This is an optimization exercise on Yosys and OpenROAD, whose aim is small area, a short achievable clock period and few clock cycles per item, not a production implementation. Function was checked by simulation only, so behaviour that the tests miss may differ from the original. Power is estimated from default activity; no workload was simulated.

Design peer_table_replay_filter_top, start of the top module:
module peer_table_replay_filter_top #(
   parameter int PEER_SLOTS = ptrf_pkg::PEER_SLOTS_DEFAULT
) (
   input  logic                          clock,
   input  logic                          reset,
   input  logic                          csr_write_enable,
   input  logic                          csr_write_data,
   input  logic                          req_valid,
   output logic                          req_stall,
   input  logic [ptrf_pkg::MODE_W-1:0]   req_mode,
   input  logic [ptrf_pkg::MAC_W-1:0]    req_peer_mac,
   input  logic [ptrf_pkg::MEMBER_W-1:0] req_member_id,
   input  logic [ptrf_pkg::SEQ_W-1:0]    req_sequence_req,
   input  logic                          req_reset_window,
   output logic                          rsp_valid,
   input  logic                          rsp_stall,
   output logic [ptrf_pkg::STATUS_W-1:0] rsp_status,
   output logic                          rsp_found,
   output logic [ptrf_pkg::SLOT_W-1:0]   rsp_slot,
   output logic [ptrf_pkg::MAC_W-1:0]    rsp_found_mac
);
Settings: LEC_CHECK=0, CAP_MARGIN=20, CORE_MARGIN=2, CORE_UTILIZATION=50, CTS_BUF_LIST=sky130_fd_sc_hd__clkbuf_8, SETUP_SLACK_MARGIN=2.7, SLEW_MARGIN=20; clock period 5.0 ns.
run.sh (not shown) runs the stock make flow with config.mk's settings and CLKGATE_MAP_FILE= SYNTH_SCRIPT=/design/flow/synth_recipe.tcl, a recipe that flattens the netlist after the stock synthesis.
Testbench counts at the start, summed over its fixed seeds: cycles 6,448, requests 6,400.
Then changed:
- SETUP_SLACK_MARGIN: 2.7 -> 2.5
The new run passed the timing, DRC and antenna checks.
Sequential share of layout area went up by 1.3 points.
Die area does not change.
Count of clock-buffer cells in the layout is higher by 14.
Global-route usage fell by 2.3 points.
Clock power stays flat.
Power goes down by 0.51%.
Design area fell by 2.2%.
Register-to-register slack is better by 0.07 ns.
Via count decreases by 1.8%.

========
Starting RTL as in the previous note.
clock: 5.0 ns
lec_check: 0
cap_margin: 20
core_margin: 2
core_utilization: 60
cts_buf_list: sky130_fd_sc_hd__clkbuf_8
setup_slack_margin: 2.5
slew_margin: 20
Testbench counts at the start, summed over its fixed seeds: cycles 6,448, requests 6,400.
Edit:
--- a/flow/config.mk
+++ b/flow/config.mk
@@ -10,3 +10,2 @@
-export CORE_UTILIZATION = 60
-export CTS_BUF_LIST = sky130_fd_sc_hd__clkbuf_8
-export SETUP_SLACK_MARGIN = 2.5
+export CORE_UTILIZATION = 50
+export SETUP_SLACK_MARGIN = 2.4
Result: Power goes up by 6.1%. Routed wire length goes up by 3.1%. Combinational power barely changes. Via count drops by 2.8%. Utilization went down by 11 points. Hold slack barely changes.
Edit:
--- a/flow/config.mk
+++ b/flow/config.mk
@@ -10,0 +11 @@
+export CTS_BUF_LIST = sky130_fd_sc_hd__clkbuf_4 sky130_fd_sc_hd__clkbuf_8
@@ -12,0 +14 @@
+export TNS_END_PERCENT = 10
=> Hold slack is worse by 11 ps. Sequential power hardly moves. Global-route usage went up by 0.15 points. Synthesized area stays the same.
Edit:
--- a/flow/config.mk
+++ b/flow/config.mk
@@ -11,2 +11,2 @@
-export CTS_BUF_LIST = sky130_fd_sc_hd__clkbuf_4 sky130_fd_sc_hd__clkbuf_8
-export SETUP_SLACK_MARGIN = 2.4
+export PLACE_DENSITY = 0.75
+export SETUP_SLACK_MARGIN = 2.5
@@ -14 +13,0 @@
-export TNS_END_PERCENT = 10
Outcome: Non-clock buffer count goes up by 48. Cell count goes down by 1.6%. Final area goes up by 1.8%. First-iteration DRC count goes up by 27%. Routed wire length goes down by 4.0%. Hold slack barely changes. Power goes up by 1.0%. Fmax goes up by 6.5%. Worst setup slack improved by 180 ps.
Edit:
--- a/flow/config.mk
+++ b/flow/config.mk
@@ -11,2 +11,2 @@
-export PLACE_DENSITY = 0.75
-export SETUP_SLACK_MARGIN = 2.5
+export CTS_BUF_LIST = sky130_fd_sc_hd__clkbuf_8
+export SETUP_SLACK_MARGIN = 2.3
=> The changed run finished with timing, DRC and antenna clean; global-route usage rose by 2.3 points; wire length rose by about 4.5%; power fell by about 2.6%; cell count rose by about 1.6%; via count fell by about 2.4%.

========
Starting RTL as in the previous note.
clock: 5.0 ns
lec_check: 0
cap_margin: 20
core_margin: 2
core_utilization: 50
cts_cluster_diameter: 60
cts_cluster_size: 24
setup_slack_margin: 2.5
slew_margin: 20
Testbench counts at the start, summed over its fixed seeds: cycles 6,448, requests 6,400.
Then changed:
--- a/flow/config.mk
+++ b/flow/config.mk
@@ -11,2 +11,3 @@
-export CTS_CLUSTER_DIAMETER = 60
-export CTS_CLUSTER_SIZE = 24
+export CTS_BUF_LIST = sky130_fd_sc_hd__clkbuf_8
+export CTS_CLUSTER_DIAMETER = 50
+export CTS_CLUSTER_SIZE = 20
The new run finished clean; cell count went up slightly; utilization went down by 1.2 points; non-clock buffer count went down by 31; setup slack gets worse by 0.015 ns; first-iteration DRC count went down by a few percent; final area went down slightly; synthesized cell count does not change; total power went down by a few percent.

========
== run G ==
peer_table_replay_filter_top again, from the RTL that the note above started with.
==> flow/design.v (excerpt) <==
module peer_table_replay_filter_top #(
   parameter int PEER_SLOTS = ptrf_pkg::PEER_SLOTS_DEFAULT
) (
   input  logic                          clock,
   input  logic                          reset,
   input  logic                          csr_write_enable,
   input  logic                          csr_write_data,
   input  logic                          req_valid,
   output logic                          req_stall,
   input  logic [ptrf_pkg::MODE_W-1:0]   req_mode,
   input  logic [ptrf_pkg::MAC_W-1:0]    req_peer_mac,
   input  logic [ptrf_pkg::MEMBER_W-1:0] req_member_id,
   input  logic [ptrf_pkg::SEQ_W-1:0]    req_sequence_req,
   input  logic                          req_reset_window,
   output logic                          rsp_valid,
   input  logic                          rsp_stall,
   output logic [ptrf_pkg::STATUS_W-1:0] rsp_status,
   output logic                          rsp_found,
   output logic [ptrf_pkg::SLOT_W-1:0]   rsp_slot,
   output logic [ptrf_pkg::MAC_W-1:0]    rsp_found_mac
);
clock: 5.0 ns
lec_check: 0
cap_margin: 20
core_margin: 2
core_utilization: 50
setup_slack_margin: 2.7
slew_margin: 20
Run G ran to completion and came out clean on the timing, DRC and antenna checks.
Testbench counts of run G, summed over its fixed seeds: cycles 6,448, requests 6,400.
Here is what was changed in the inputs of run K compared with run G.
Settings: CTS_BUF_LIST now sky130_fd_sc_hd__clkbuf_8, previously not set; ABC_AREA now 1, previously not set; SETUP_SLACK_MARGIN now 2.5, was 2.7.
## What came out
[run K] post-synthesis compound-gate area fraction rose 2.9 points relative to run G
met1 routing resource usage after global routing for run K is higher than for run G.
Run K vs run G: first-pass iteration count of the detailed router up in run K
The global-route usage in run K sits 5.6 points above the value recorded for run G.
Start point of the critical path = c_hit_ff[5]$_DFFE_PP_: run G; start point of the critical path = c_hit_ff[0]$_DFFE_PP_: run K
The area used by multi-input combinational logic in run K sits 10% below the value recorded for run G.
Diff run G -> run K: setup slack dropped 0.26 ns, total detailed-routing wirelength shows an increase of 26000 um.

[what the ideal ports hide]
The flow's constraints put no driver on any port. The routed layouts listed below were extracted and timed again, unchanged, in two steps.
Step 1: set_driving_cell puts a clkbuf_16 on clock and a buf_2 on each other input, an assumption about the parent block.
Step 2 times the ports against the registers' clock, not the clock port: input delays grow and output delays shrink by t, the midpoint of the rising clock arrivals with the driver on.
Slacks: ideal ports / drivers / drivers and shift; pairs: ideal ports / drivers.
run | t (ns) | slack for setup (ns) | worst slew at a driven data input, ns | pins driven straight from the clock port
the first run of note 1 | 0.933 | 2.283 / 2.241 / 1.678 | 0.09 | 1
the second run of note 1 | 0.917 | 2.317 / 2.249 / 1.492 | 0.16 | 1
the first run of note 2 | 0.867 | 2.058 / 2.058 / 1.554 | 0.09 | 1
the second run of note 2 | 0.760 | 2.259 / 2.259 / 1.629 | 0.16 | 1
the third run of note 2 | 0.937 | 2.109 / 2.151 / 1.214 | 0.15 | 1
the fourth run of note 2 | 0.740 | 2.286 / 2.286 / 1.655 | 0.12 | 1
the fifth run of note 2 | 0.918 | 2.147 / 2.190 / 1.271 | 0.10 | 1
the first run of note 3 | 0.726 | 2.291 / 2.291 / 1.717 | 0.19 | 1
the second run of note 3 | 0.851 | 2.276 / 2.276 / 1.590 | 0.16 | 1
run G | 0.771 | 2.298 / 2.298 / 1.826 | 0.09 | 1
run K | 0.963 | 2.041 / 2.041 / 1.482 | 0.08 | 1
After both steps setup and hold are still met in every run listed. For the third run of note 2, which loses most, drivers alone change the setup slack by +0.042 ns; drivers and shift together by -0.895 ns.
